This design comes from an exercise in tuning for small area on the open sky130 flow, not from production work. Where RTL was checked, it was by simulation tests only, not by an equivalence proof against the original. Only the layout flow was run in run 3; the RTL was not checked for function there.

<file path="flow/config.mk">
export PLATFORM = sky130hd
export DESIGN_NAME = mtmp_pow_calc
export DESIGN_NICKNAME = mtmp_pow_calc
export VERILOG_FILES = /design/flow/design.v
export SDC_FILE = /design/flow/constraint.sdc
export NUM_CORES = 4
export LEC_CHECK = 0
export CAP_MARGIN = 20
export CORE_MARGIN = 2
export CORE_UTILIZATION = 40
export SLEW_MARGIN = 20
</file>
<file path="flow/constraint.sdc">
create_clock -name core_clock -period 7.0 [get_ports {clk}]
set_input_delay 1.4000 -clock core_clock [delete_from_list [all_inputs] [get_ports {clk}]]
set_output_delay 1.4000 -clock core_clock [all_outputs]
set_load 0.01 [all_outputs]
</file>
<file path="flow/design.v">
module mtmp_pow_calc (
  input  logic       clk,
  input  logic       rst_n,
  input  logic       in_vld,
  input  logic [9:0] imoy_i_j,
  input  logic [9:0] imoy_ii_jj,
  input  logic [9:0] divisor,
  input  logic [1:0] pow_sel,
  output logic       out_vld,
  output logic [8:0] mtmp,
  output logic       div0
);
  function automatic logic [8:0] sq(input logic [8:0] v);
    logic t1;
    logic t2;
    logic t3;
    logic t4;
    logic t5;
    logic t6;
    logic t7;
    logic t8;
    logic t9;
    logic t10;
    logic t11;
    logic t12;
    logic t13;
    logic t14;
    logic t15;
    logic t16;
    logic t17;
    logic t18;
    logic t19;
    logic t20;
    logic t21;
    logic t22;
    logic t23;
    logic t24;
    logic t25;
    logic t26;
    logic t27;
    logic t28;
    logic t29;
    logic t30;
    logic t31;
    logic t32;
    logic t33;
    logic t34;
    logic t35;
    logic t36;
    logic t37;
    logic t38;
    logic t39;
    logic t40;
    logic t41;
    logic t42;
    logic t43;
    logic t44;
    logic t45;
    logic t46;
    logic [17:0] ra, rb, p;
    logic c;
    t1 = (v[0] & v[6]) ^ (v[1] & v[5]);
    t2 = (v[0] & v[6]) & (v[1] & v[5]);
    t3 = (v[0] & v[7]) ^ (v[1] & v[6]);
    t4 = (v[0] & v[7]) & (v[1] & v[6]);
    t5 = (v[0] & v[8]) ^ (v[1] & v[7]) ^ (v[2] & v[6]);
    t6 = ((v[0] & v[8]) & (v[1] & v[7])) | ((v[0] & v[8]) & (v[2] & v[6])) | ((v[1] & v[7]) & (v[2] & v[6]));
    t7 = (v[1] & v[8]) ^ (v[2] & v[7]);
    t8 = (v[1] & v[8]) & (v[2] & v[7]);
    t9 = (v[2] & v[8]) ^ (v[3] & v[7]);
    t10 = (v[2] & v[8]) & (v[3] & v[7]);
    t11 = t1 ^ (v[2] & v[4]);
    t12 = t1 & (v[2] & v[4]);
    t13 = t2 ^ t3 ^ (v[2] & v[5]);
    t14 = (t2 & t3) | (t2 & (v[2] & v[5])) | (t3 & (v[2] & v[5]));
    t15 = t4 ^ t5 ^ (v[3] & v[5]);
    t16 = (t4 & t5) | (t4 & (v[3] & v[5])) | (t5 & (v[3] & v[5]));
    t17 = t6 ^ t7 ^ (v[3] & v[6]);
    t18 = (t6 & t7) | (t6 & (v[3] & v[6])) | (t7 & (v[3] & v[6]));
    t19 = t8 ^ t9 ^ (v[4] & v[6]);
    t20 = (t8 & t9) | (t8 & (v[4] & v[6])) | (t9 & (v[4] & v[6]));
    t21 = t10 ^ (v[3] & v[8]) ^ (v[4] & v[7]);
    t22 = (t10 & (v[3] & v[8])) | (t10 & (v[4] & v[7])) | ((v[3] & v[8]) & (v[4] & v[7]));
    t23 = (v[4] & v[8]) ^ (v[5] & v[7]);
    t24 = (v[4] & v[8]) & (v[5] & v[7]);
    t25 = (v[0] & v[4]) ^ (v[1] & v[3]);
    t26 = (v[0] & v[4]) & (v[1] & v[3]);
    t27 = (v[0] & v[5]) ^ (v[1] & v[4]) ^ (v[3] & ~v[2]);
    t28 = ((v[0] & v[5]) & (v[1] & v[4])) | ((v[0] & v[5]) & (v[3] & ~v[2])) | ((v[1] & v[4]) & (v[3] & ~v[2]));
    t29 = t11 ^ (v[2] & v[3]) ^ 1'b1;
    t30 = (t11 & (v[2] & v[3])) | (t11 & 1'b1) | ((v[2] & v[3]) & 1'b1);
    t31 = t12 ^ t13 ^ (v[4] & ~v[3]);
    t32 = (t12 & t13) | (t12 & (v[4] & ~v[3])) | (t13 & (v[4] & ~v[3]));
    t33 = t14 ^ t15 ^ (v[3] & v[4]);
    t34 = (t14 & t15) | (t14 & (v[3] & v[4])) | (t15 & (v[3] & v[4]));
    t35 = t16 ^ t17 ^ (v[5] & ~v[4]);
    t36 = (t16 & t17) | (t16 & (v[5] & ~v[4])) | (t17 & (v[5] & ~v[4]));
    t37 = t18 ^ t19 ^ (v[4] & v[5]);
    t38 = (t18 & t19) | (t18 & (v[4] & v[5])) | (t19 & (v[4] & v[5]));
    t39 = t20 ^ t21 ^ (v[6] & ~v[5]);
    t40 = (t20 & t21) | (t20 & (v[6] & ~v[5])) | (t21 & (v[6] & ~v[5]));
    t41 = t22 ^ t23 ^ (v[5] & v[6]);
    t42 = (t22 & t23) | (t22 & (v[5] & v[6])) | (t23 & (v[5] & v[6]));
    t43 = t24 ^ (v[5] & v[8]) ^ (v[7] & ~v[6]);
    t44 = (t24 & (v[5] & v[8])) | (t24 & (v[7] & ~v[6])) | ((v[5] & v[8]) & (v[7] & ~v[6]));
    t45 = (v[6] & v[8]) ^ (v[6] & v[7]);
    t46 = (v[6] & v[8]) & (v[6] & v[7]);
    ra = {(v[7] & v[8]), t46, t44, t42, t40, t38, t36, t34, t32, t30, t28, t26, t25, (v[0] & v[3]), (v[0] & v[2]), (v[1] & ~v[0]), 1'b0, v[0]};
    rb = {1'b0, (v[8] & ~v[7]), t45, t43, t41, t39, t37, t35, t33, t31, t29, t27, (v[1] & v[2]), (v[2] & ~v[1]), (v[0] & v[1]), 1'b0, 1'b0, 1'b0};
    p = ra + rb;
    sq = (v >= 9'd362) ? 9'h1ff : p[16:8];
  endfunction
  function automatic logic [8:0] sq_r(input logic [8:0] v);
    logic t1;
    logic t2;
    logic t3;
    logic t4;
    logic t5;
    logic t6;
    logic t7;
    logic t8;
    logic t9;
    logic t10;
    logic t11;
    logic t12;
    logic t13;
    logic t14;
    logic t15;
    logic t16;
    logic t17;
    logic t18;
    logic t19;
    logic t20;
    logic t21;
    logic t22;
    logic t23;
    logic t24;
    logic t25;
    logic t26;
    logic t27;
    logic t28;
    logic t29;
    logic t30;
    logic t31;
    logic t32;
    logic t33;
    logic t34;
    logic t35;
    logic t36;
    logic t37;
    logic t38;
    logic t39;
    logic t40;
    logic t41;
    logic t42;
    logic t43;
    logic t44;
    logic t45;
    logic t46;
    logic [17:0] ra, rb, p;
    logic c;
    t1 = (v[0] & v[6]) ^ (v[1] & v[5]);
    t2 = (v[0] & v[6]) & (v[1] & v[5]);
    t3 = (v[0] & v[7]) ^ (v[1] & v[6]);
    t4 = (v[0] & v[7]) & (v[1] & v[6]);
    t5 = (v[0] & v[8]) ^ (v[1] & v[7]) ^ (v[2] & v[6]);
    t6 = ((v[0] & v[8]) & (v[1] & v[7])) | ((v[0] & v[8]) & (v[2] & v[6])) | ((v[1] & v[7]) & (v[2] & v[6]));
    t7 = (v[1] & v[8]) ^ (v[2] & v[7]);
    t8 = (v[1] & v[8]) & (v[2] & v[7]);
    t9 = (v[2] & v[8]) ^ (v[3] & v[7]);
    t10 = (v[2] & v[8]) & (v[3] & v[7]);
    t11 = t1 ^ (v[2] & v[4]);
    t12 = t1 & (v[2] & v[4]);
    t13 = t2 ^ t3 ^ (v[2] & v[5]);
    t14 = (t2 & t3) | (t2 & (v[2] & v[5])) | (t3 & (v[2] & v[5]));
    t15 = t4 ^ t5 ^ (v[3] & v[5]);
    t16 = (t4 & t5) | (t4 & (v[3] & v[5])) | (t5 & (v[3] & v[5]));
    t17 = t6 ^ t7 ^ (v[3] & v[6]);
    t18 = (t6 & t7) | (t6 & (v[3] & v[6])) | (t7 & (v[3] & v[6]));
    t19 = t8 ^ t9 ^ (v[4] & v[6]);
    t20 = (t8 & t9) | (t8 & (v[4] & v[6])) | (t9 & (v[4] & v[6]));
    t21 = t10 ^ (v[3] & v[8]) ^ (v[4] & v[7]);
    t22 = (t10 & (v[3] & v[8])) | (t10 & (v[4] & v[7])) | ((v[3] & v[8]) & (v[4] & v[7]));
    t23 = (v[4] & v[8]) ^ (v[5] & v[7]);
    t24 = (v[4] & v[8]) & (v[5] & v[7]);
    t25 = (v[0] & v[4]) ^ (v[1] & v[3]);
    t26 = (v[0] & v[4]) & (v[1] & v[3]);
    t27 = (v[0] & v[5]) ^ (v[1] & v[4]) ^ (v[3] & ~v[2]);
    t28 = ((v[0] & v[5]) & (v[1] & v[4])) | ((v[0] & v[5]) & (v[3] & ~v[2])) | ((v[1] & v[4]) & (v[3] & ~v[2]));
    t29 = t11 ^ (v[2] & v[3]) ^ 1'b1;
    t30 = (t11 & (v[2] & v[3])) | (t11 & 1'b1) | ((v[2] & v[3]) & 1'b1);
    t31 = t12 ^ t13 ^ (v[4] & ~v[3]);
    t32 = (t12 & t13) | (t12 & (v[4] & ~v[3])) | (t13 & (v[4] & ~v[3]));
    t33 = t14 ^ t15 ^ (v[3] & v[4]);
    t34 = (t14 & t15) | (t14 & (v[3] & v[4])) | (t15 & (v[3] & v[4]));
    t35 = t16 ^ t17 ^ (v[5] & ~v[4]);
    t36 = (t16 & t17) | (t16 & (v[5] & ~v[4])) | (t17 & (v[5] & ~v[4]));
    t37 = t18 ^ t19 ^ (v[4] & v[5]);
    t38 = (t18 & t19) | (t18 & (v[4] & v[5])) | (t19 & (v[4] & v[5]));
    t39 = t20 ^ t21 ^ (v[6] & ~v[5]);
    t40 = (t20 & t21) | (t20 & (v[6] & ~v[5])) | (t21 & (v[6] & ~v[5]));
    t41 = t22 ^ t23 ^ (v[5] & v[6]);
    t42 = (t22 & t23) | (t22 & (v[5] & v[6])) | (t23 & (v[5] & v[6]));
    t43 = t24 ^ (v[5] & v[8]) ^ (v[7] & ~v[6]);
    t44 = (t24 & (v[5] & v[8])) | (t24 & (v[7] & ~v[6])) | ((v[5] & v[8]) & (v[7] & ~v[6]));
    t45 = (v[6] & v[8]) ^ (v[6] & v[7]);
    t46 = (v[6] & v[8]) & (v[6] & v[7]);
    ra = {(v[7] & v[8]), t46, t44, t42, t40, t38, t36, t34, t32, t30, t28, t26, t25, (v[0] & v[3]), (v[0] & v[2]), (v[1] & ~v[0]), 1'b0, v[0]};
    rb = {1'b0, (v[8] & ~v[7]), t45, t43, t41, t39, t37, t35, t33, t31, t29, t27, (v[1] & v[2]), (v[2] & ~v[1]), (v[0] & v[1]), 1'b0, 1'b0, 1'b0};
    c = 1'b0;
    for (int i = 0; i < 18; i++) begin
      p[i] = ra[i] ^ rb[i] ^ c;
      c = (ra[i] & rb[i]) | (ra[i] & c) | (rb[i] & c);
    end
    sq_r = (v >= 9'd362) ? 9'h1ff : p[16:8];
  endfunction
  logic [10:0] dsub_s0;
  logic [11:0] sub8_s0;
  logic [12:0] ssat_s0;
  logic [9:0] d_s0;
  logic sat_s0;
  logic [9:0] r8_s0;
  logic q8_s0;
  logic [11:0] sub7_s0;
  logic q7_s0;
  logic [9:0] r7_s0;
  logic [9:0] dv_q_s1;
  logic [1:0] ps_q_s1;
  logic sat_q_s1;
  logic [9:0] r_q_s1;
  logic q8_q_s1;
  logic q7_q_s1;
  logic [11:0] sub6_s1;
  logic q6_s1;
  logic [9:0] r6_s1;
  logic [11:0] sub5_s1;
  logic q5_s1;
  logic [9:0] r5_s1;
  logic [11:0] sub4_s1;
  logic q4_s1;
  logic [9:0] r4_s1;
  logic [9:0] dv_q_s2;
  logic [1:0] ps_q_s2;
  logic sat_q_s2;
  logic [9:0] r_q_s2;
  logic q8_q_s2;
  logic q7_q_s2;
  logic q6_q_s2;
  logic q5_q_s2;
  logic q4_q_s2;
  logic [11:0] sub3_s2;
  logic q3_s2;
  logic [9:0] r3_s2;
  logic [11:0] sub2_s2;
  logic q2_s2;
  logic [9:0] r2_s2;
  logic [11:0] sub1_s2;
  logic q1_s2;
  logic [9:0] r1_s2;
  logic [9:0] dv_q_s3;
  logic [1:0] ps_q_s3;
  logic sat_q_s3;
  logic [9:0] r_q_s3;
  logic q8_q_s3;
  logic q7_q_s3;
  logic q6_q_s3;
  logic q5_q_s3;
  logic q4_q_s3;
  logic q3_q_s3;
  logic q2_q_s3;
  logic q1_q_s3;
  logic [11:0] sub0_s3;
  logic q0_s3;
  logic [8:0] x0_s3;
  logic z_s3;
  logic [8:0] x1_s3;
  logic [8:0] x_q_s4;
  logic [1:0] ps_q_s4;
  logic z_q_s4;
  logic [8:0] x2_s4;
  logic p3_s4;
  logic [8:0] x_q_s5;
  logic z_q_s5;
  logic p3_q_s5;
  logic [8:0] x3_s5;
  logic [4:0] vld_q;
  assign dsub_s0 = {1'b0, imoy_i_j} - {1'b0, imoy_ii_jj};
  assign sub8_s0 = {2'b0, imoy_i_j} - {2'b0, imoy_ii_jj} - {2'b0, divisor};
  assign ssat_s0 = {3'b0, imoy_i_j} - {3'b0, imoy_ii_jj} - {2'b0, divisor, 1'b0};
  assign d_s0 = dsub_s0[10] ? 10'd0 : dsub_s0[9:0];
  assign sat_s0 = ~ssat_s0[12] | (divisor == 10'd0);
  assign q8_s0 = ~sub8_s0[11];
  assign r8_s0 = q8_s0 ? sub8_s0[9:0] : d_s0;
  assign sub7_s0 = {1'b0, r8_s0, 1'b0} - {2'b0, divisor};
  assign q7_s0 = ~sub7_s0[11];
  assign r7_s0 = q7_s0 ? sub7_s0[9:0] : {r8_s0[8:0], 1'b0};
  assign sub6_s1 = {1'b0, r_q_s1, 1'b0} - {2'b0, dv_q_s1};
  assign q6_s1 = ~sub6_s1[11];
  assign r6_s1 = q6_s1 ? sub6_s1[9:0] : {r_q_s1[8:0], 1'b0};
  assign sub5_s1 = {1'b0, r6_s1, 1'b0} - {2'b0, dv_q_s1};
  assign q5_s1 = ~sub5_s1[11];
  assign r5_s1 = q5_s1 ? sub5_s1[9:0] : {r6_s1[8:0], 1'b0};
  assign sub4_s1 = {1'b0, r5_s1, 1'b0} - {2'b0, dv_q_s1};
  assign q4_s1 = ~sub4_s1[11];
  assign r4_s1 = q4_s1 ? sub4_s1[9:0] : {r5_s1[8:0], 1'b0};
  assign sub3_s2 = {1'b0, r_q_s2, 1'b0} - {2'b0, dv_q_s2};
  assign q3_s2 = ~sub3_s2[11];
  assign r3_s2 = q3_s2 ? sub3_s2[9:0] : {r_q_s2[8:0], 1'b0};
  assign sub2_s2 = {1'b0, r3_s2, 1'b0} - {2'b0, dv_q_s2};
  assign q2_s2 = ~sub2_s2[11];
  assign r2_s2 = q2_s2 ? sub2_s2[9:0] : {r3_s2[8:0], 1'b0};
  assign sub1_s2 = {1'b0, r2_s2, 1'b0} - {2'b0, dv_q_s2};
  assign q1_s2 = ~sub1_s2[11];
  assign r1_s2 = q1_s2 ? sub1_s2[9:0] : {r2_s2[8:0], 1'b0};
  assign sub0_s3 = {1'b0, r_q_s3, 1'b0} - {2'b0, dv_q_s3};
  assign q0_s3 = ~sub0_s3[11];
  assign x0_s3 = sat_q_s3 ? 9'h1ff : {q8_q_s3, q7_q_s3, q6_q_s3, q5_q_s3, q4_q_s3, q3_q_s3, q2_q_s3, q1_q_s3, q0_s3};
  assign z_s3 = dv_q_s3 == 10'd0;
  assign x1_s3 = (ps_q_s3 != 2'd0) ? sq(x0_s3) : x0_s3;
  assign x2_s4 = ps_q_s4[1] ? sq_r(x_q_s4) : x_q_s4;
  assign p3_s4 = &ps_q_s4;
  assign x3_s5 = p3_q_s5 ? sq(x_q_s5) : x_q_s5;
  always_ff @(posedge clk or negedge rst_n)
    if (!rst_n) vld_q <= '0;
    else vld_q <= {vld_q[3:0], in_vld};
  always_ff @(posedge clk) begin
    dv_q_s1 <= divisor;
    ps_q_s1 <= pow_sel;
    sat_q_s1 <= sat_s0;
    r_q_s1 <= r7_s0;
    q8_q_s1 <= q8_s0;
    q7_q_s1 <= q7_s0;
    dv_q_s2 <= dv_q_s1;
    ps_q_s2 <= ps_q_s1;
    sat_q_s2 <= sat_q_s1;
    r_q_s2 <= r4_s1;
    q8_q_s2 <= q8_q_s1;
    q7_q_s2 <= q7_q_s1;
    q6_q_s2 <= q6_s1;
    q5_q_s2 <= q5_s1;
    q4_q_s2 <= q4_s1;
    dv_q_s3 <= dv_q_s2;
    ps_q_s3 <= ps_q_s2;
    sat_q_s3 <= sat_q_s2;
    r_q_s3 <= r1_s2;
    q8_q_s3 <= q8_q_s2;
    q7_q_s3 <= q7_q_s2;
    q6_q_s3 <= q6_q_s2;
    q5_q_s3 <= q5_q_s2;
    q4_q_s3 <= q4_q_s2;
    q3_q_s3 <= q3_s2;
    q2_q_s3 <= q2_s2;
    q1_q_s3 <= q1_s2;
    x_q_s4 <= x1_s3;
    ps_q_s4 <= ps_q_s3;
    z_q_s4 <= z_s3;
    x_q_s5 <= x2_s4;
    z_q_s5 <= z_q_s4;
    p3_q_s5 <= p3_s4;
  end
  assign out_vld = vld_q[4];
  assign mtmp    = x3_s5;
  assign div0    = z_q_s5;
endmodule
</file>
<file path="flow/run.sh">
#!/bin/bash
# synth_recipe.tcl (not shown) runs the flow's synth.tcl, then flattens the netlist and writes it again
# the make line also repeats each setting of config.mk as NAME=value (left out here)
make -C /OpenROAD-flow-scripts/flow DESIGN_CONFIG=/design/flow/config.mk WORK_HOME=/design/flow/orfs CLKGATE_MAP_FILE= SYNTH_SCRIPT=/design/flow/synth_recipe.tcl finish
</file>
==> results by group, run 1 <==
Run status
  – Status: complete, no violations

Detailed routing
  – Routed len/inst: 13.4 µm
  – Routed Antenna Nets: 0
  – Via density: 5.08
  – Total number of vias: 8,099
  – Residual DRC: 0
  – Final wirelength: 21.3 mm
  – 1st-iter DRT viols: 346
  – 1st-pass router iterations: 4

Finish
  – Layout cells sized above 1: 6.28%
  – Register Area: 2270 µm²
  – Final nets: 1,494
  – Area growth, synth to finish: 11.7%
  – Multi-input gate area: 7640 µm²
  – Layout Utilization: 45.3%
  – Antenna Cells: 0
  – Fin cells: 1,593
  – Fillers: 2,525

Setup path
  – WP buf/inv: 5
  – Cell repeated most along the worst path: a21oi_1
  – Maximum fanout along the worst path: 11
  – Critical-path top delay cell: clkdlybuf4s50_1
  – CP top delay family: compound AO/OA/AOI/OAI gates
  – Worst EP required: 7.26 ns
  – Setup Crit Path Kind: primary input to flip-flop
  – Max incr delay on CP: 0.46 ns
  – Arrival time at the worst endpoint: 6.82 ns
  – Startpoint types: primary input
  – Type of element capturing the critical path: flip-flop

STA
  – Final number of hold-violating endpoints: 0
  – Slew margin rel.: 55.5%
  – Tmin final: 6.56 ns
  – Final setup fails: 0
  – Setup Skew: 0.0141 ns
  – Setup TNS: 0 ns
  – RSZ-0062 raised after global routing: no
  – Worst-margin pin slew: 0.663 ns
  – Final worst-path cycle share: 93.7%
  – Final slew viol count: 0
  – Fmax: 152 MHz

Yosys
  – Post-synthesis sequential area ratio: 21.6%
  – #FFs+latches synth: 112
  – Dominant cell by count in the synthesized netlist: ha_1
  – Syn_area_per_cell: 8.67 µm²
  – Cells after Synth: 1,212
  – Top cells by count, synth: ha_1 (151), inv_1 (125), dfxtp_1 (107)
  – Mapped cell area: 10,500 µm²
  – Yosys top cell by area: dfxtp_1
  – Synth top area cells: dfxtp_1 (20%), ha_1 (18%), fa_1 (10%)
  – Asr flop ratio synth: 4.46%
  – Most used DFF post-synth: dfxtp_1
  – YS warnings: 1
  – Distinct cells, synth: 66
  – Syn Nets: 1,453
  – Top cell type's share of synthesized area: 20.4%
  – Post-synth EDFFs: 0

Flow run
  – Max-cap viol count: 0

Floorplan
  – Core Region: 25,900 µm²
  – Die area: 27,600 µm²
  – Starting Density: 40.6%
  – Overall die height: 166 µm
  – DIE WIDTH: 166 µm
  – Std cell rows: 59
  – IO Pins: 46

Placed design
  – Placed Cells incl. Taps: 1,574
  – Hpwl dp: 17.5 mm
  – IO buf count: 45
  – RD Place Congestion: 0.811

Global route
  – GRT overflow: 0
  – Vias in the first global route: 8,106
  – Largest net degree at the start of global routing: 38
  – Global-route wire length before repair: 37.2 mm
  – Global Route Usage Sum: 15.9%
  – Initial antenna violation count: 0

CTS
  – CTS H-tree depth: 3
  – # hold bufs at CTS: 0
  – Clock slew at reported path FFs: 0.09 ns
  – Sink Count: 112
  – Clock Tree Buf Depth: 2
  – CTS tree: yes
  – Clk root buf: clkbuf_16
  – Total clock buffers created by CTS: 9
  – Worst-Skew Late Latency: 0.37 ns

Hold path
  – HP Class: flip-flop to flip-flop
## layer usage
| layer | track usage [%] | up-vias | routed length [µm] |
|---|---|---|---|
| met5 | 0 | - | 0 |
| met4 | 3.55 | 0 | 204 |
| met3 | 1.86 | 13 | 444 |
| met2 | 28.3 | 88 | 10100 |
| met1 | 20.7 | 3758 | 10500 |
| li1 | - | 4240 | - |
## state kept, by name (all words and copies together), names as in the netlist, 5 cells and up
signal,flops
x_q_s4,9
x_q_s5,9
r_q_s2,10
dv_q_s3,10
r_q_s3,10
r_q_s1,10
dv_q_s1,10
vld_q,5
dv_q_s2,10
## worst paths after layout
check	cells past startpoint	slack, ns	from	endpoint
max	28	0.44	imoy_ii_jj[0]	r_q_s1[9]$_DFF_P_
min	0	0.33	q4_q_s2$_DFF_P_	q4_q_s3$_DFF_P_
max reg2reg	24	0.61	dv_q_s2[1]$_DFF_P_	r_q_s3[1]$_DFF_P_
min reg2reg	0	0.33	q4_q_s2$_DFF_P_	q4_q_s3$_DFF_P_
max in group asynchronous	1	5.57	rst_n	vld_q[4]$_DFF_PN0_
min in group asynchronous	1	1.24	rst_n	vld_q[0]$_DFF_PN0_
## cell usage in the layout, fill, tap and decap left out, drive strengths merged, types with 45 or more instances in the layout
cell type      Yosys  routed
ha               151     151
inv              127     132
dfxtp            107     107
nor2              96      96
a21oi             77      77
nand2             70      70
o21ai             61      61
and2              55      55
fa                55      55
a21o              47      47
xnor2             46      46
clkdlybuf4s50      0      45
## kinds of logic (layout without fill, tap and decap cells)
| family | Yosys count | count (layout) | share of synthesized area (%) |
|---|---|---|---|
| flip-flops | 112 | 112 | 21.6 |
| AO/OA/AOI/OAI | 280 | 280 | 17.5 |
| buffers and inverters | 163 | 209 | 5.89 |
| XOR/XNOR | 82 | 82 | 6.83 |
| AND/OR/NAND/NOR | 327 | 327 | 15.3 |
| multiplexers | 40 | 40 | 4.29 |
| adder cells (fa/ha/maj) | 208 | 208 | 28.6 |
## layout make-up
cell class / count / area share (%)
Clock inverter: 7 / 0.831
Inverter: 127 / 4.06
Sequential cell: 112 / 19.3
Multi-Input combinational cell: 937 / 65.1
Timing Repair Buffer: 66 / 5.18
Tap cell: 335 / 3.57
Clock buffer: 9 / 1.92
## metrics by stage
| stage | area, µm² | setup slack (ns) | hold WS [ns] |
|---|---|---|---|
| 6_report | 11700 | 0.439 | 0.326 |
| 4_1_cts | 11700 | 0.314 | 0.328 |
| 3_3_place_gp | 11400 | 0.0513 | 0.311 |
| 3_5_place_dp | 11400 | -0.0862 | 0.313 |
| 2_1_floorplan | 10500 | 0.408 | 0.310 |
| 5_1_grt | 11700 | 0.0130 | 0.333 |
## what timing repair did
action / in CTS / in global routing
gates resized for setup: 0 / 4
setup buffers: 0 / 3
hold endpoints to repair: 0 / 0
setup endpoints to repair: 0 / 19
==> run 2: changes to the inputs <==
==> flow/flow/run.sh (new file) <==
#!/bin/bash
# The standard layout, with the port buffers made from the smallest plain buffer cell
# instead of the delay buffer buffer_ports picks by default. Everything else is unchanged.
set -euo pipefail
bash standard.sh "BUFFER_PORTS_ARGS=-buffer_cell sky130_fd_sc_hd__buf_1" finish > standard.log 2>&1
==> flow/standard.sh (new file) <==
#!/bin/bash
# synth_recipe.tcl (not shown) runs the flow's synth.tcl, then flattens the netlist and writes it again
# the make line also repeats each setting of config.mk as NAME=value (left out here)
make -C /OpenROAD-flow-scripts/flow DESIGN_CONFIG=/design/flow/config.mk WORK_HOME=/design/flow/orfs CLKGATE_MAP_FILE= SYNTH_SCRIPT=/design/flow/synth_recipe.tcl "${@:-finish}"
removed: flow/run.sh
==> run 2 against run 1 <==
Worst setup slack better by 0.028 ns. Worst hold slack worse by 0.0056 ns. Final cell count is 0.63% lower. First-iteration DRC count is 21% lower. Synthesized cell count stayed put. Core utilization is 1.4 points lower. Sequential cell count stayed put. Final area is 3.1% lower. Via count is 0.99% higher. Critical endpoint is now r_q_s2[7]$_DFF_P_.
==> results by group, run 2 <==
Run status
  – Status: complete, no violations

Floorplan
  – DIE WIDTH: 166 µm
  – IO Pins: 46
  – Die area: 27,600 µm²
  – Std cell rows: 59
  – Overall die height: 166 µm
  – Core Region: 25,900 µm²
  – Starting Density: 40.6%

Finish
  – Fillers: 2,555
  – Layout cells sized above 1: 5.45%
  – Fin cells: 1,583
  – Commonest non-fill, non-tap cell in the layout: ha_1
  – Multi-input gate area: 7640 µm²
  – Final nets: 1,484
  – Antenna Cells: 0
  – Most frequent cells in the layout: ha_1 (151), inv_1 (125), dfxtp_1 (107)
  – Area growth, synth to finish: 8.19%
  – Register Area: 2270 µm²

CTS
  – # hold bufs at CTS: 0
  – CTS tree: yes
  – Clock Tree Buf Depth: 2
  – Worst-Skew Late Latency: 0.37 ns
  – Sink Count: 112
  – CTS H-tree depth: 3
  – Clock slew at reported path FFs: 0.09 ns
  – Clk root buf: clkbuf_16
  – Total clock buffers created by CTS: 9

Setup path
  – Launching point of the worst reg2reg path: dv_q_s1[1]$_DFF_P_
  – Max incr delay on CP: 0.49 ns
  – Maximum fanout along the worst path: 11
  – Critical-path cell list: inv_1 > ha_1 > nor2b_1 > o2111ai_1 > nand3_1 > a311o_1 > mux2_2 > ha_1 > and3_1 > a211oi_2 > a22oi_1 > a41oi_1 > buf_4 > mux2_2 > ha_1 > o21ai_0 > a21oi_1 > o41ai_2 > nand2b_1 > a21oi_1 > a211oi_4 > inv_2 > mux2_4
  – R2R Setup Slk: 0.47 ns
  – Setup Crit Path Kind: flip-flop to flip-flop
  – Arrival time at the worst endpoint: 6.78 ns
  – Reg2reg path depth: 23
  – Type of element capturing the critical path: flip-flop
  – Startpoint types: flip-flop
  – Worst EP required: 7.25 ns
  – Reg-to-Reg End: r_q_s2[7]$_DFF_P_
  – Critical-path top delay cell: a211oi_4
  – Cell repeated most along the worst path: ha_1

STA
  – Final setup fails: 0
  – Final slew viol count: 0
  – Final Worst Setup Slack: 0.467 ns
  – Fmax: 153 MHz
  – RSZ-0062 raised after global routing: no
  – Final number of hold-violating endpoints: 0
  – Setup Skew: 0.0105 ns
  – Setup TNS: 0 ns
  – Tmin final: 6.53 ns
  – Final worst-path cycle share: 93.3%
  – Slew margin rel.: 55.1%
  – Worst-margin pin slew: 0.672 ns

Yosys
  – Post-synthesis sequential area ratio: 21.6%
  – Top cells by count, synth: ha_1 (151), inv_1 (125), dfxtp_1 (107)
  – Post-synth EDFFs: 0
  – Syn Nets: 1,453
  – Syn_area_per_cell: 8.67 µm²
  – Asr flop ratio synth: 4.46%
  – Top cell type's share of synthesized area: 20.4%
  – Cells after Synth: 1,212
  – Most used DFF post-synth: dfxtp_1
  – YS warnings: 1
  – Mapped cell area: 10,500 µm²
  – #FFs+latches synth: 112
  – Synth top area cells: dfxtp_1 (20%), ha_1 (18%), fa_1 (10%)
  – Yosys top cell by area: dfxtp_1
  – Dominant cell by count in the synthesized netlist: ha_1
  – Distinct cells, synth: 66

Detailed routing
  – 1st-iter DRT viols: 273
  – Routed Antenna Nets: 0
  – 1st-pass router iterations: 4
  – Total number of vias: 8,179
  – Final wirelength: 21.2 mm
  – Via density: 5.17
  – Residual DRC: 0
  – Routed len/inst: 13.4 µm

Global route
  – Initial antenna violation count: 0
  – Largest net degree at the start of global routing: 38
  – GRT overflow: 0
  – Global Route Usage Sum: 15.9%
  – Global-route wire length before repair: 37.2 mm
  – Vias in the first global route: 7,990

Hold path
  – Hold Crit Start: q4_q_s2$_DFF_P_
  – Hold Path Depth: 0
  – Hold Path End: q4_q_s3$_DFF_P_
  – HP Class: flip-flop to flip-flop

Placed design
  – RD Place Congestion: 0.864
  – Hpwl dp: 17.5 mm
  – Placed Cells incl. Taps: 1,567
  – Worst slack, placed: 0.0107 ns
  – IO buf count: 45

Flow run
  – Max-cap viol count: 0
[run 2: cell counts after synthesis]
Identical to the previous run, type by type.
[run 2: per-stage QoR]
stage	utilization, %	hold slack [ns]	area, µm²
6_report	43.9	0.321	11400
5_1_grt	43.9	0.329	11400
4_1_cts	43.8	0.322	11400
3_5_place_dp	42.6	0.312	11000
3_3_place_gp	42.6	0.310	11000
2_1_floorplan	-	0.310	10500
[run 2: worst max-delay path by stage]
stage,start,to,slack [ns],cells after the start
2_1_floorplan,imoy_i_j[0],r_q_s1[2]$_DFF_P_,0.41,27
3_3_place_gp,imoy_i_j[0],r_q_s1[2]$_DFF_P_,0.10,28
3_5_place_dp,imoy_i_j[0],r_q_s1[9]$_DFF_P_,0.01,28
4_1_cts,dv_q_s2[1]$_DFF_P_,r_q_s3[7]$_DFF_P_,0.28,24
5_1_grt,imoy_i_j[0],r_q_s1[9]$_DFF_P_,0.03,27
6_report,dv_q_s1[1]$_DFF_P_,r_q_s2[7]$_DFF_P_,0.47,23
[run 2: final cells by class]
type / instances / share of cell area, %
clock buffer: 9 / 1.98
clock inverter: 7 / 0.781
inverter: 127 / 4.19
multi-input combinational: 937 / 67.2
sequential: 112 / 19.9
tap: 335 / 3.69
timing repair buffer: 56 / 2.21
[run 2: per-layer routing]
metal	part of all wire (%)	global-route usage [%]	vias up
met5	0	0	-
met4	1.6	4.46	0
met3	2.1	1.50	23
met2	46	26.9	97
met1	50	21.7	3832
li1	-	-	4227
[run 2: timing repair]
action | CTS | global route
buffers inserted | 0 | 0
setup endpoints to repair | 0 | 24
resized for setup | 0 | 3
[run 2: cells by family after synthesis]
family / after synthesis / share of synthesized area [%]
and+or+nand+nor: 327 / 15.3
DFF: 112 / 21.6
adders and majority gates: 208 / 28.6
buffers and inverters: 163 / 5.89
xor gates and xnor gates: 82 / 6.83
AOI/OAI and AO/OA: 280 / 17.5
muxes: 40 / 4.29
[run 2: worst max-delay path: cells and delay by family, from the launching register on]
family,cells,cell delay [ns]
buffers and inverters,3,0.48
AOI/OAI and AO/OA,10,2.79
adders and majority gates,3,0.94
muxes,3,1.03
DFF,1,0.44
and+or+nand+nor,4,0.75
==> run 3: changes to the inputs <==
--- a/flow/design.v
+++ b/flow/design.v
@@ -10,7 +10,7 @@
   output logic [8:0] mtmp,
   output logic       div0
 );
-  function automatic logic [8:0] sq(input logic [8:0] v);
+  function automatic logic [8:0] sq_hyb12(input logic [8:0] v);
     logic t1;
     logic t2;
     logic t3;
@@ -107,10 +107,15 @@
     t46 = (v[6] & v[8]) & (v[6] & v[7]);
     ra = {(v[7] & v[8]), t46, t44, t42, t40, t38, t36, t34, t32, t30, t28, t26, t25, (v[0] & v[3]), (v[0] & v[2]), (v[1] & ~v[0]), 1'b0, v[0]};
     rb = {1'b0, (v[8] & ~v[7]), t45, t43, t41, t39, t37, t35, t33, t31, t29, t27, (v[1] & v[2]), (v[2] & ~v[1]), (v[0] & v[1]), 1'b0, 1'b0, 1'b0};
-    p = ra + rb;
-    sq = (v >= 9'd362) ? 9'h1ff : p[16:8];
+    c = 1'b0;
+    for (int i = 0; i < 12; i++) begin
+      p[i] = ra[i] ^ rb[i] ^ c;
+      c = (ra[i] & rb[i]) | (ra[i] & c) | (rb[i] & c);
+    end
+    p[17:12] = ra[17:12] + rb[17:12] + {5'd0, c};
+    sq_hyb12 = (v >= 9'd362) ? 9'h1ff : p[16:8];
   endfunction
-  function automatic logic [8:0] sq_r(input logic [8:0] v);
+  function automatic logic [8:0] sq_hyb8(input logic [8:0] v);
     logic t1;
     logic t2;
     logic t3;
@@ -208,11 +213,67 @@
     ra = {(v[7] & v[8]), t46, t44, t42, t40, t38, t36, t34, t32, t30, t28, t26, t25, (v[0] & v[3]), (v[0] & v[2]), (v[1] & ~v[0]), 1'b0, v[0]};
     rb = {1'b0, (v[8] & ~v[7]), t45, t43, t41, t39, t37, t35, t33, t31, t29, t27, (v[1] & v[2]), (v[2] & ~v[1]), (v[0] & v[1]), 1'b0, 1'b0, 1'b0};
     c = 1'b0;
-    for (int i = 0; i < 18; i++) begin
+    for (int i = 0; i < 8; i++) begin
       p[i] = ra[i] ^ rb[i] ^ c;
       c = (ra[i] & rb[i]) | (ra[i] & c) | (rb[i] & c);
     end
-    sq_r = (v >= 9'd362) ? 9'h1ff : p[16:8];
+    p[17:8] = ra[17:8] + rb[17:8] + {9'd0, c};
+    sq_hyb8 = (v >= 9'd362) ? 9'h1ff : p[16:8];
+  endfunction
+  function automatic logic [10:0] step_bk(input logic [9:0] r, input logic [9:0] dv);
+    logic [10:0] t, nb, s, c;
+    logic [11:0] d;
+    logic q;
+    logic [10:0] g, p; logic [18:1] cg, cp;
+    t = {r, 1'b0};
+    nb = ~{1'b0, dv};
+    g = t & nb; p = t ^ nb;
+    cg[1] = g[0] | (p[0] & 1'b1); cp[1] = p[0] & 1'b0;
+    cg[2] = g[2] | (p[2] & g[1]); cp[2] = p[2] & p[1];
+    cg[3] = g[4] | (p[4] & g[3]); cp[3] = p[4] & p[3];
+    cg[4] = g[6] | (p[6] & g[5]); cp[4] = p[6] & p[5];
+    cg[5] = g[8] | (p[8] & g[7]); cp[5] = p[8] & p[7];
+    cg[6] = g[10] | (p[10] & g[9]); cp[6] = p[10] & p[9];
+    cg[7] = cg[2] | (cp[2] & cg[1]); cp[7] = cp[2] & cp[1];
+    cg[8] = cg[4] | (cp[4] & cg[3]); cp[8] = cp[4] & cp[3];
+    cg[9] = cg[6] | (cp[6] & cg[5]); cp[9] = cp[6] & cp[5];
+    cg[10] = cg[8] | (cp[8] & cg[7]); cp[10] = cp[8] & cp[7];
+    cg[11] = cg[9] | (cp[9] & cg[10]); cp[11] = cp[9] & cp[10];
+    cg[12] = cg[3] | (cp[3] & cg[7]); cp[12] = cp[3] & cp[7];
+    cg[13] = cg[5] | (cp[5] & cg[10]); cp[13] = cp[5] & cp[10];
+    cg[14] = g[1] | (p[1] & cg[1]); cp[14] = p[1] & cp[1];
+    cg[15] = g[3] | (p[3] & cg[7]); cp[15] = p[3] & cp[7];
+    cg[16] = g[5] | (p[5] & cg[12]); cp[16] = p[5] & cp[12];
+    cg[17] = g[7] | (p[7] & cg[10]); cp[17] = p[7] & cp[10];
+    cg[18] = g[9] | (p[9] & cg[13]); cp[18] = p[9] & cp[13];
+    c[0] = 1'b1;
+    c[1] = cg[1];
+    c[2] = cg[14];
+    c[3] = cg[7];
+    c[4] = cg[15];
+    c[5] = cg[12];
+    c[6] = cg[16];
+    c[7] = cg[10];
+    c[8] = cg[17];
+    c[9] = cg[13];
+    c[10] = cg[18];
+    q = cg[11];
+    s = p ^ c;
+    step_bk = {q, q ? s[9:0] : t[9:0]};
+  endfunction
+  function automatic logic [10:0] step_hyb4(input logic [9:0] r, input logic [9:0] dv);
+    logic [10:0] t, nb, s, c;
+    logic [11:0] d;
+    logic q;
+    t = {r, 1'b0};
+    nb = ~{1'b0, dv};
+    c[0] = 1'b1;
+    for (int i = 0; i < 4; i++) begin
+      s[i] = t[i] ^ nb[i] ^ c[i];
+      c[i+1] = (t[i] & nb[i]) | (t[i] & c[i]) | (nb[i] & c[i]);
+    end
+    {q, s[10:4]} = {1'b0, t[10:4]} + {1'b0, nb[10:4]} + {7'd0, c[4]};
+    step_hyb4 = {q, q ? s[9:0] : t[9:0]};
   endfunction
   logic [10:0] dsub_s0;
   logic [11:0] sub8_s0;
@@ -221,7 +282,7 @@
   logic sat_s0;
   logic [9:0] r8_s0;
   logic q8_s0;
-  logic [11:0] sub7_s0;
+  logic [10:0] st7_s0;
   logic q7_s0;
   logic [9:0] r7_s0;
   logic [9:0] dv_q_s1;
@@ -230,13 +291,13 @@
   logic [9:0] r_q_s1;
   logic q8_q_s1;
   logic q7_q_s1;
-  logic [11:0] sub6_s1;
+  logic [10:0] st6_s1;
   logic q6_s1;
   logic [9:0] r6_s1;
-  logic [11:0] sub5_s1;
+  logic [10:0] st5_s1;
   logic q5_s1;
   logic [9:0] r5_s1;
-  logic [11:0] sub4_s1;
+  logic [10:0] st4_s1;
   logic q4_s1;
   logic [9:0] r4_s1;
   logic [9:0] dv_q_s2;
@@ -248,13 +309,13 @@
   logic q6_q_s2;
   logic q5_q_s2;
   logic q4_q_s2;
-  logic [11:0] sub3_s2;
+  logic [10:0] st3_s2;
   logic q3_s2;
   logic [9:0] r3_s2;
-  logic [11:0] sub2_s2;
+  logic [10:0] st2_s2;
   logic q2_s2;
   logic [9:0] r2_s2;
-  logic [11:0] sub1_s2;
+  logic [10:0] st1_s2;
   logic q1_s2;
   logic [9:0] r1_s2;
   logic [9:0] dv_q_s3;
@@ -269,7 +330,7 @@
   logic q3_q_s3;
   logic q2_q_s3;
   logic q1_q_s3;
-  logic [11:0] sub0_s3;
+  logic [10:0] st0_s3;
   logic q0_s3;
   logic [8:0] x0_s3;
   logic z_s3;
@@ -291,35 +352,35 @@
   assign sat_s0 = ~ssat_s0[12] | (divisor == 10'd0);
   assign q8_s0 = ~sub8_s0[11];
   assign r8_s0 = q8_s0 ? sub8_s0[9:0] : d_s0;
-  assign sub7_s0 = {1'b0, r8_s0, 1'b0} - {2'b0, divisor};
-  assign q7_s0 = ~sub7_s0[11];
-  assign r7_s0 = q7_s0 ? sub7_s0[9:0] : {r8_s0[8:0], 1'b0};
-  assign sub6_s1 = {1'b0, r_q_s1, 1'b0} - {2'b0, dv_q_s1};
-  assign q6_s1 = ~sub6_s1[11];
-  assign r6_s1 = q6_s1 ? sub6_s1[9:0] : {r_q_s1[8:0], 1'b0};
-  assign sub5_s1 = {1'b0, r6_s1, 1'b0} - {2'b0, dv_q_s1};
-  assign q5_s1 = ~sub5_s1[11];
-  assign r5_s1 = q5_s1 ? sub5_s1[9:0] : {r6_s1[8:0], 1'b0};
-  assign sub4_s1 = {1'b0, r5_s1, 1'b0} - {2'b0, dv_q_s1};
-  assign q4_s1 = ~sub4_s1[11];
-  assign r4_s1 = q4_s1 ? sub4_s1[9:0] : {r5_s1[8:0], 1'b0};
-  assign sub3_s2 = {1'b0, r_q_s2, 1'b0} - {2'b0, dv_q_s2};
-  assign q3_s2 = ~sub3_s2[11];
-  assign r3_s2 = q3_s2 ? sub3_s2[9:0] : {r_q_s2[8:0], 1'b0};
-  assign sub2_s2 = {1'b0, r3_s2, 1'b0} - {2'b0, dv_q_s2};
-  assign q2_s2 = ~sub2_s2[11];
-  assign r2_s2 = q2_s2 ? sub2_s2[9:0] : {r3_s2[8:0], 1'b0};
-  assign sub1_s2 = {1'b0, r2_s2, 1'b0} - {2'b0, dv_q_s2};
-  assign q1_s2 = ~sub1_s2[11];
-  assign r1_s2 = q1_s2 ? sub1_s2[9:0] : {r2_s2[8:0], 1'b0};
-  assign sub0_s3 = {1'b0, r_q_s3, 1'b0} - {2'b0, dv_q_s3};
-  assign q0_s3 = ~sub0_s3[11];
+  assign st7_s0 = step_bk(r8_s0, divisor);
+  assign q7_s0 = st7_s0[10];
+  assign r7_s0 = st7_s0[9:0];
+  assign st6_s1 = step_bk(r_q_s1, dv_q_s1);
+  assign q6_s1 = st6_s1[10];
+  assign r6_s1 = st6_s1[9:0];
+  assign st5_s1 = step_bk(r6_s1, dv_q_s1);
+  assign q5_s1 = st5_s1[10];
+  assign r5_s1 = st5_s1[9:0];
+  assign st4_s1 = step_hyb4(r5_s1, dv_q_s1);
+  assign q4_s1 = st4_s1[10];
+  assign r4_s1 = st4_s1[9:0];
+  assign st3_s2 = step_bk(r_q_s2, dv_q_s2);
+  assign q3_s2 = st3_s2[10];
+  assign r3_s2 = st3_s2[9:0];
+  assign st2_s2 = step_bk(r3_s2, dv_q_s2);
+  assign q2_s2 = st2_s2[10];
+  assign r2_s2 = st2_s2[9:0];
+  assign st1_s2 = step_hyb4(r2_s2, dv_q_s2);
+  assign q1_s2 = st1_s2[10];
+  assign r1_s2 = st1_s2[9:0];
+  assign st0_s3 = step_bk(r_q_s3, dv_q_s3);
+  assign q0_s3 = st0_s3[10];
   assign x0_s3 = sat_q_s3 ? 9'h1ff : {q8_q_s3, q7_q_s3, q6_q_s3, q5_q_s3, q4_q_s3, q3_q_s3, q2_q_s3, q1_q_s3, q0_s3};
   assign z_s3 = dv_q_s3 == 10'd0;
-  assign x1_s3 = (ps_q_s3 != 2'd0) ? sq(x0_s3) : x0_s3;
-  assign x2_s4 = ps_q_s4[1] ? sq_r(x_q_s4) : x_q_s4;
+  assign x1_s3 = (ps_q_s3 != 2'd0) ? sq_hyb12(x0_s3) : x0_s3;
+  assign x2_s4 = ps_q_s4[1] ? sq_hyb12(x_q_s4) : x_q_s4;
   assign p3_s4 = &ps_q_s4;
-  assign x3_s5 = p3_q_s5 ? sq(x_q_s5) : x_q_s5;
+  assign x3_s5 = p3_q_s5 ? sq_hyb8(x_q_s5) : x_q_s5;
   always_ff @(posedge clk or negedge rst_n)
     if (!rst_n) vld_q <= '0;
     else vld_q <= {vld_q[3:0], in_vld};
==> flow/run.sh (new file) <==
#!/bin/bash
# synth_recipe.tcl (not shown) runs the flow's synth.tcl, then flattens the netlist and writes it again
# the make line also repeats each setting of config.mk as NAME=value (left out here)
make -C /OpenROAD-flow-scripts/flow DESIGN_CONFIG=/design/flow/config.mk WORK_HOME=/design/flow/orfs CLKGATE_MAP_FILE= SYNTH_SCRIPT=/design/flow/synth_recipe.tcl finish
removed: flow/flow/run.sh
removed: flow/standard.sh
==> run 3 against run 2 <==
Maximum frequency shrank 2.3%. Critical path type unchanged.
==> results by group, run 3 <==
CTS
  – CTS tree: yes
  – Clock Tree Buf Depth: 2
  – Worst-Skew Late Latency: 0.36 ns
  – # hold bufs at CTS: 0
  – CTS H-tree depth: 3
  – Clk root buf: clkbuf_16
  – Clock slew at reported path FFs: 0.08 ns
  – Total clock buffers created by CTS: 9
  – Sink Count: 112

Yosys
  – Synth top area cells: dfxtp_1 (20%), fa_1 (16%), ha_1 (16%)
  – Top cell type's share of synthesized area: 20.5%
  – Syn_area_per_cell: 9.27 µm²
  – Post-synth EDFFs: 0
  – Yosys top cell by area: dfxtp_1
  – #FFs+latches synth: 112
  – Mapped cell area: 10,500 µm²
  – Top cells by count, synth: inv_1 (137), ha_1 (132), dfxtp_1 (107)
  – Post-synthesis sequential area ratio: 21.7%
  – Syn Nets: 1,383
  – YS warnings: 1
  – Asr flop ratio synth: 4.46%
  – Cells after Synth: 1,130
  – Dominant cell by count in the synthesized netlist: inv_1
  – Most used DFF post-synth: dfxtp_1
  – Distinct cells, synth: 73

Hold path
  – HP Class: flip-flop to flip-flop
  – Hold Crit Start: q8_q_s2$_DFF_P_
  – Hold Path Depth: 0
  – Hold Path End: q8_q_s3$_DFF_P_

Setup path
  – Setup Crit Path Kind: flip-flop to flip-flop
  – Arrival time at the worst endpoint: 6.94 ns
  – Type of element capturing the critical path: flip-flop
  – Worst EP required: 7.26 ns
  – Reg2reg path depth: 27
  – Reg-to-Reg End: r_q_s2[2]$_DFF_P_
  – Startpoint types: flip-flop
  – Maximum fanout along the worst path: 8
  – R2R Setup Slk: 0.31 ns
  – Launching point of the worst reg2reg path: dv_q_s1[1]$_DFF_P_

STA
  – Slew margin rel.: 57.3%
  – Setup Skew: 0.00835 ns
  – Final worst-path cycle share: 95.5%
  – Final Worst Setup Slack: 0.314 ns
  – Final number of hold-violating endpoints: 0
  – Worst-margin pin slew: 0.640 ns
  – Fmax: 150 MHz
  – Final setup fails: 0
  – Final slew viol count: 0
  – Tmin final: 6.69 ns

Finish
  – Commonest non-fill, non-tap cell in the layout: inv_1
  – Fillers: 2,448
  – Final nets: 1,467
  – Layout cells sized above 1: 13.0%
  – Area growth, synth to finish: 15.8%
  – Antenna Cells: 0
  – Most frequent cells in the layout: inv_1 (137), ha_1 (132), dfxtp_1 (105)

Placed design
  – Hpwl dp: 18.2 mm
  – Worst slack, placed: -0.102 ns
  – IO buf count: 45
  – RD Place Congestion: 0.831

Floorplan
  – Starting Density: 40.4%
  – IO Pins: 46
  – Die area: 27,500 µm²
  – DIE WIDTH: 166 µm
  – Overall die height: 166 µm
  – Core Region: 25,900 µm²
  – Std cell rows: 59

Global route
  – Initial antenna violation count: 0
  – Global-route wire length before repair: 38.0 mm
  – GRT overflow: 0
  – Global Route Usage Sum: 16.5%
  – Largest net degree at the start of global routing: 39
  – Vias in the first global route: 7,984

Flow run
  – Max-cap viol count: 0

Detailed routing
  – Via density: 5.10
  – Residual DRC: 0
  – 1st-iter DRT viols: 352
  – Routed Antenna Nets: 0
  – Routed len/inst: 14.1 µm
  – Final wirelength: 21.9 mm
  – 1st-pass router iterations: 4
  – Total number of vias: 7,925

Run status
  – Status: complete, no violations
[run 3: kinds of logic after synthesis]
group	after synthesis	share of synthesized area, %
and+or+nand+nor	273	13.4
DFF	112	21.7
AOI/OAI and AO/OA	247	16.6
xor gates and xnor gates	54	4.52
muxes	45	4.76
adders and majority gates	221	32.5
buffers and inverters	178	6.52
[run 3: how the worst max path moves through the flow]
stage | from | endpoint | slack [ns] | cells after the start
2_1_floorplan | dv_q_s1[1]$_DFF_P_ | r_q_s2[2]$_DFF_P_ | 0.03 | 31
3_3_place_gp | imoy_i_j[0] | r_q_s1[6]$_DFF_P_ | -0.09 | 30
3_5_place_dp | imoy_ii_jj[0] | r_q_s1[6]$_DFF_P_ | -0.10 | 29
4_1_cts | dv_q_s1[1]$_DFF_P_ | r_q_s2[2]$_DFF_P_ | 0.02 | 30
5_1_grt | dv_q_s2[2]$_DFF_P_ | r_q_s3[8]$_DFF_P_ | -0.03 | 29
6_report | dv_q_s1[1]$_DFF_P_ | r_q_s2[2]$_DFF_P_ | 0.31 | 27
[run 3: final cells by class]
type                       count  area, µm²  share of cell area, %
timing repair buffer         111        962                   7.94
clock buffer                   9        225                   1.86
clock inverter                 7       88.8                  0.733
sequential                   112       2270                   18.7
multi-input combinational    840       7630                   63.0
inverter                     140        526                   4.34
tap                          335        419                   3.46
[run 3: through the flow]
step           cells  cell area [µm²]  hold WS (ns)  util [%]  setup TNS (ns)
6_report        1554            12100         0.331      46.8               0
5_1_grt         1554            12100         0.336      46.8         -0.0333
4_1_cts         1549            12000         0.332      46.2               0
3_5_place_dp    1533            11700         0.312      45.0          -0.679
3_3_place_gp    1533            11700         0.310      45.0          -0.651
2_1_floorplan   1130            10500         0.310         -               0
[run 3: critical path: stages (launching register included)]
cell	delay, ns
dfxtp_1	0.34
inv_1	0.06
ha_1	0.28
nor2b_2	0.16
o2111ai_2	0.23
nand3b_1	0.13
fa_1	0.44
mux2_2	0.29
ha_1	0.19
or4_1	0.53
o21a_1	0.21
a31o_2	0.27
buf_4	0.14
a211oi_1	0.24
o21ai_1	0.10
o221a_2	0.15
fa_2	0.34
fa_1	0.42
fa_1	0.42
a21o_1	0.19
a21oi_2	0.15
o21bai_1	0.08
a21o_1	0.21
a21oi_2	0.21
nand2_1	0.12
mux2i_4	0.19
buf_12	0.15
mux2_2	0.34
[run 3: repair_timing]
action                                  CTS  global route
buffers inserted                          0             5
pin swaps                                 0             8
endpoints found under the setup margin    8            34
resized for setup                         1            34
[run 3: routing by layer]
| layer | GRT usage, % | vias to the layer above | share of wire (%) |
|---|---|---|---|
| met5 | 0 | - | 0 |
| met4 | 3.74 | 0 | 1.3 |
| met3 | 2.00 | 26 | 2.4 |
| met2 | 28.3 | 83 | 49 |
| met1 | 22.4 | 3785 | 47 |
| li1 | - | 4031 | - |
==> run 4: changes to the inputs <==
--- a/flow/design.v
+++ b/flow/design.v
@@ -10,6 +10,111 @@
   output logic [8:0] mtmp,
   output logic       div0
 );
+  function automatic logic [8:0] sq_hyb10(input logic [8:0] v);
+    logic t1;
+    logic t2;
+    logic t3;
+    logic t4;
+    logic t5;
+    logic t6;
+    logic t7;
+    logic t8;
+    logic t9;
+    logic t10;
+    logic t11;
+    logic t12;
+    logic t13;
+    logic t14;
+    logic t15;
+    logic t16;
+    logic t17;
+    logic t18;
+    logic t19;
+    logic t20;
+    logic t21;
+    logic t22;
+    logic t23;
+    logic t24;
+    logic t25;
+    logic t26;
+    logic t27;
+    logic t28;
+    logic t29;
+    logic t30;
+    logic t31;
+    logic t32;
+    logic t33;
+    logic t34;
+    logic t35;
+    logic t36;
+    logic t37;
+    logic t38;
+    logic t39;
+    logic t40;
+    logic t41;
+    logic t42;
+    logic t43;
+    logic t44;
+    logic t45;
+    logic t46;
+    logic [17:0] ra, rb, p;
+    logic c;
+    t1 = (v[0] & v[6]) ^ (v[1] & v[5]);
+    t2 = (v[0] & v[6]) & (v[1] & v[5]);
+    t3 = (v[0] & v[7]) ^ (v[1] & v[6]);
+    t4 = (v[0] & v[7]) & (v[1] & v[6]);
+    t5 = (v[0] & v[8]) ^ (v[1] & v[7]) ^ (v[2] & v[6]);
+    t6 = ((v[0] & v[8]) & (v[1] & v[7])) | ((v[0] & v[8]) & (v[2] & v[6])) | ((v[1] & v[7]) & (v[2] & v[6]));
+    t7 = (v[1] & v[8]) ^ (v[2] & v[7]);
+    t8 = (v[1] & v[8]) & (v[2] & v[7]);
+    t9 = (v[2] & v[8]) ^ (v[3] & v[7]);
+    t10 = (v[2] & v[8]) & (v[3] & v[7]);
+    t11 = t1 ^ (v[2] & v[4]);
+    t12 = t1 & (v[2] & v[4]);
+    t13 = t2 ^ t3 ^ (v[2] & v[5]);
+    t14 = (t2 & t3) | (t2 & (v[2] & v[5])) | (t3 & (v[2] & v[5]));
+    t15 = t4 ^ t5 ^ (v[3] & v[5]);
+    t16 = (t4 & t5) | (t4 & (v[3] & v[5])) | (t5 & (v[3] & v[5]));
+    t17 = t6 ^ t7 ^ (v[3] & v[6]);
+    t18 = (t6 & t7) | (t6 & (v[3] & v[6])) | (t7 & (v[3] & v[6]));
+    t19 = t8 ^ t9 ^ (v[4] & v[6]);
+    t20 = (t8 & t9) | (t8 & (v[4] & v[6])) | (t9 & (v[4] & v[6]));
+    t21 = t10 ^ (v[3] & v[8]) ^ (v[4] & v[7]);
+    t22 = (t10 & (v[3] & v[8])) | (t10 & (v[4] & v[7])) | ((v[3] & v[8]) & (v[4] & v[7]));
+    t23 = (v[4] & v[8]) ^ (v[5] & v[7]);
+    t24 = (v[4] & v[8]) & (v[5] & v[7]);
+    t25 = (v[0] & v[4]) ^ (v[1] & v[3]);
+    t26 = (v[0] & v[4]) & (v[1] & v[3]);
+    t27 = (v[0] & v[5]) ^ (v[1] & v[4]) ^ (v[3] & ~v[2]);
+    t28 = ((v[0] & v[5]) & (v[1] & v[4])) | ((v[0] & v[5]) & (v[3] & ~v[2])) | ((v[1] & v[4]) & (v[3] & ~v[2]));
+    t29 = t11 ^ (v[2] & v[3]) ^ 1'b1;
+    t30 = (t11 & (v[2] & v[3])) | (t11 & 1'b1) | ((v[2] & v[3]) & 1'b1);
+    t31 = t12 ^ t13 ^ (v[4] & ~v[3]);
+    t32 = (t12 & t13) | (t12 & (v[4] & ~v[3])) | (t13 & (v[4] & ~v[3]));
+    t33 = t14 ^ t15 ^ (v[3] & v[4]);
+    t34 = (t14 & t15) | (t14 & (v[3] & v[4])) | (t15 & (v[3] & v[4]));
+    t35 = t16 ^ t17 ^ (v[5] & ~v[4]);
+    t36 = (t16 & t17) | (t16 & (v[5] & ~v[4])) | (t17 & (v[5] & ~v[4]));
+    t37 = t18 ^ t19 ^ (v[4] & v[5]);
+    t38 = (t18 & t19) | (t18 & (v[4] & v[5])) | (t19 & (v[4] & v[5]));
+    t39 = t20 ^ t21 ^ (v[6] & ~v[5]);
+    t40 = (t20 & t21) | (t20 & (v[6] & ~v[5])) | (t21 & (v[6] & ~v[5]));
+    t41 = t22 ^ t23 ^ (v[5] & v[6]);
+    t42 = (t22 & t23) | (t22 & (v[5] & v[6])) | (t23 & (v[5] & v[6]));
+    t43 = t24 ^ (v[5] & v[8]) ^ (v[7] & ~v[6]);
+    t44 = (t24 & (v[5] & v[8])) | (t24 & (v[7] & ~v[6])) | ((v[5] & v[8]) & (v[7] & ~v[6]));
+    t45 = (v[6] & v[8]) ^ (v[6] & v[7]);
+    t46 = (v[6] & v[8]) & (v[6] & v[7]);
+    ra = {(v[7] & v[8]), t46, t44, t42, t40, t38, t36, t34, t32, t30, t28, t26, t25, (v[0] & v[3]), (v[0] & v[2]), (v[1] & ~v[0]), 1'b0, v[0]};
+    rb = {1'b0, (v[8] & ~v[7]), t45, t43, t41, t39, t37, t35, t33, t31, t29, t27, (v[1] & v[2]), (v[2] & ~v[1]), (v[0] & v[1]), 1'b0, 1'b0, 1'b0};
+    c = 1'b0;
+    for (int i = 0; i < 10; i++) begin
+      p[i] = ra[i] ^ rb[i] ^ c;
+      c = (ra[i] & rb[i]) | (ra[i] & c) | (rb[i] & c);
+    end
+    p[17:10] = ra[17:10] + rb[17:10] + {7'd0, c};
+    sq_hyb10 = (v >= 9'd362) ? 9'h1ff : p[16:8];
+  endfunction
   function automatic logic [8:0] sq_hyb12(input logic [8:0] v);
     logic t1;
     logic t2;
@@ -261,20 +366,6 @@
     s = p ^ c;
     step_bk = {q, q ? s[9:0] : t[9:0]};
   endfunction
-  function automatic logic [10:0] step_hyb4(input logic [9:0] r, input logic [9:0] dv);
-    logic [10:0] t, nb, s, c;
-    logic [11:0] d;
-    logic q;
-    t = {r, 1'b0};
-    nb = ~{1'b0, dv};
-    c[0] = 1'b1;
-    for (int i = 0; i < 4; i++) begin
-      s[i] = t[i] ^ nb[i] ^ c[i];
-      c[i+1] = (t[i] & nb[i]) | (t[i] & c[i]) | (nb[i] & c[i]);
-    end
-    {q, s[10:4]} = {1'b0, t[10:4]} + {1'b0, nb[10:4]} + {7'd0, c[4]};
-    step_hyb4 = {q, q ? s[9:0] : t[9:0]};
-  endfunction
   logic [10:0] dsub_s0;
   logic [11:0] sub8_s0;
   logic [12:0] ssat_s0;
@@ -361,7 +452,7 @@
   assign st5_s1 = step_bk(r6_s1, dv_q_s1);
   assign q5_s1 = st5_s1[10];
   assign r5_s1 = st5_s1[9:0];
-  assign st4_s1 = step_hyb4(r5_s1, dv_q_s1);
+  assign st4_s1 = step_bk(r5_s1, dv_q_s1);
   assign q4_s1 = st4_s1[10];
   assign r4_s1 = st4_s1[9:0];
   assign st3_s2 = step_bk(r_q_s2, dv_q_s2);
@@ -370,14 +461,14 @@
   assign st2_s2 = step_bk(r3_s2, dv_q_s2);
   assign q2_s2 = st2_s2[10];
   assign r2_s2 = st2_s2[9:0];
-  assign st1_s2 = step_hyb4(r2_s2, dv_q_s2);
+  assign st1_s2 = step_bk(r2_s2, dv_q_s2);
   assign q1_s2 = st1_s2[10];
   assign r1_s2 = st1_s2[9:0];
   assign st0_s3 = step_bk(r_q_s3, dv_q_s3);
   assign q0_s3 = st0_s3[10];
   assign x0_s3 = sat_q_s3 ? 9'h1ff : {q8_q_s3, q7_q_s3, q6_q_s3, q5_q_s3, q4_q_s3, q3_q_s3, q2_q_s3, q1_q_s3, q0_s3};
   assign z_s3 = dv_q_s3 == 10'd0;
-  assign x1_s3 = (ps_q_s3 != 2'd0) ? sq_hyb12(x0_s3) : x0_s3;
+  assign x1_s3 = (ps_q_s3 != 2'd0) ? sq_hyb10(x0_s3) : x0_s3;
   assign x2_s4 = ps_q_s4[1] ? sq_hyb12(x_q_s4) : x_q_s4;
   assign p3_s4 = &ps_q_s4;
   assign x3_s5 = p3_q_s5 ? sq_hyb8(x_q_s5) : x_q_s5;
==> run 4 against run 3 <==
Still clean on timing, DRC and antenna. Global-route usage down 0.98 points. Via count decreased by 2.4%. Maximum frequency increased by 1.3%. Critical path depth down 10. Final cell count decreased by 1.3%. Sequential cell count unchanged. Critical path type is now flip-flop to output pin.
==> results by group, run 4 <==
Run status
  – Status: complete, no violations

Detailed routing
  – Final wirelength: 20.8 mm
  – 1st-iter DRT viols: 359
  – Residual DRC: 0
  – Total number of vias: 7,737
  – Routed len/inst: 13.5 µm
  – 1st-pass router iterations: 4
  – Via density: 5.04

Floorplan
  – Overall die height: 166 µm
  – Core Region: 26,000 µm²
  – Std cell rows: 59
  – Die area: 27,700 µm²
  – DIE WIDTH: 166 µm
  – IO Pins: 46

Yosys
  – Most used DFF post-synth: dfxtp_1
  – Top cells by count, synth: ha_1 (142), inv_1 (135), dfxtp_1 (107)
  – Distinct cells, synth: 68
  – Post-synth EDFFs: 0
  – YS warnings: 1
  – Yosys top cell by area: dfxtp_1
  – Dominant cell by count in the synthesized netlist: ha_1
  – Top cell type's share of synthesized area: 20.3%
  – Synth top area cells: dfxtp_1 (20%), ha_1 (17%), fa_1 (15%)

Placed design
  – Placed Cells incl. Taps: 1,518
  – Hpwl dp: 17.4 mm
  – IO buf count: 45

Setup path
  – Critical-path top delay cell: clkdlybuf4s50_1
  – Max incr delay on CP: 0.57 ns
  – Worst EP required: 5.60 ns
  – Critical path origin: x_q_s5[1]$_DFF_P_
  – Type of element capturing the critical path: output pin
  – Maximum fanout along the worst path: 8
  – Reg2reg path depth: 24
  – CP top delay family: adder cells
  – Setup Crit Path Kind: flip-flop to output pin
  – Cell repeated most along the worst path: fa_1
  – Startpoint types: flip-flop
  – Launching point of the worst reg2reg path: dv_q_s1[1]$_DFF_P_
  – Reg-to-Reg End: r_q_s2[6]$_DFF_P_

Finish
  – Fillers: 2,575
  – Most frequent cells in the layout: ha_1 (142), inv_1 (135), dfxtp_1 (105)
  – Final nets: 1,451
  – Final Cell Area: 11,700 µm²
  – Fin cells: 1,534
  – Layout cells sized above 1: 7.01%
  – Antenna Cells: 0
  – Commonest non-fill, non-tap cell in the layout: ha_1
  – Layout Utilization: 44.9%

STA
  – Final number of hold-violating endpoints: 0
  – Final worst-path cycle share: 94.3%
  – Final slew viol count: 0
  – Fmax: 152 MHz
  – RSZ-0062 raised after global routing: no
  – Tmin final: 6.60 ns
  – Final setup fails: 0
  – Worst-margin pin slew: 0.956 ns
  – Setup Skew: 0.0115 ns
  – Setup TNS: 0 ns

CTS
  – Total clock buffers created by CTS: 9
  – Clock slew at reported path FFs: 0.08 ns
  – Clk root buf: clkbuf_16
  – CTS H-tree depth: 3
  – CTS tree: yes
  – Sink Count: 112
  – Worst-Skew Late Latency: 0.35 ns
  – Clock Tree Buf Depth: 2

Global route
  – GRT overflow: 0
  – Initial antenna violation count: 0
==> run 4: cell count changes after synthesis, sizes merged, moves of 6 or more <==
cell	change
mux2	+13
o21ai	+12
nand2	+37
a21o	-27
ha	+10
nor3	+10
fa	-6
nor2	+10
==> run 4: repair_timing <==
item / 4_1_cts / 5_1_grt
buffers inserted: 0 / 0
setup endpoints to repair: 0 / 10
gates resized for setup: 0 / 5
hold buffers: 0 / 0
==> run 4: cells by family after synthesis <==
group,after synthesis,share of synthesized area [%]
compound gates,214,13.6
xor+xnor,59,4.90
fa+ha+maj,225,32.3
buf+inv,170,6.12
flops,112,21.5
mux,59,6.40
simple gates,326,15.2
==> run 4: layout make-up <==
cell class	instances	area [µm²]	share of cell area, %
multi-input combinational	883	7660	65.6
sequential	112	2270	19.5
timing repair buffer	53	510	4.38
inverter	135	507	4.35
tap	335	419	3.59
clock buffer	9	225	1.93
clock inverter	7	75.1	0.644
==> run 4: metal layers <==
metal | vias up | track usage [%] | part of all wire (%)
met5 | - | 0 | 0
met4 | 0 | 3.22 | 0.73
met3 | 9 | 2.00 | 1.3
met2 | 46 | 27.8 | 50
met1 | 3682 | 20.2 | 47
li1 | 4000 | - | -
==> run 4: stage by stage <==
step | setup WS [ns]
after detailed placement | 0.0880
after global routing | 0.00597
after CTS | 0.276
final | 0.402
after global placement | 0.245
after floorplan | 0.512
==> run 4: worst max-delay path by stage <==
stage	slack, ns	end	depth (start not counted)
6_report	0.40	mtmp[8]	17
4_1_cts	0.28	mtmp[8]	17
3_3_place_gp	0.24	r_q_s1[8]$_DFF_P_	28
2_1_floorplan	0.51	r_q_s1[2]$_DFF_P_	28
5_1_grt	0.006	r_q_s1[9]$_DFF_P_	29
3_5_place_dp	0.09	r_q_s1[9]$_DFF_P_	28

## port drivers added, routing unchanged
The flow's constraints put no driver on any port. The routed layouts listed below were extracted and timed again, unchanged, in two steps.
Step 1, drivers: a clkbuf_16 drives clk and a buf_2 each remaining input, both assumed.
Step 2 adds t to the input delays and takes it off the output delays; t is the mean of the earliest and latest rising clock arrival at the registers after step 1. Input paths then give back, and output paths get back, about the clock's delay inside the block.
Slacks: no drivers / after step 1 / after step 2; pairs: no drivers / after step 1.
run	t (ns)	setup WS [ns]	latest minus earliest clock arrival (ns)
run 1	0.407	0.439 / 0.459 / 0.052	0.017 / 0.016
run 2	0.404	0.467 / 0.467 / 0.102	0.012 / 0.011
run 3	0.402	0.314 / 0.314 / 0.102	0.008 / 0.009
run 4	0.392	0.402 / 0.356 / 0.072	0.014 / 0.013
After both steps setup and hold are still met in every run listed. The setup slack of run 1, which loses most, moves by +0.020 ns with the drivers and by -0.387 ns with both steps.
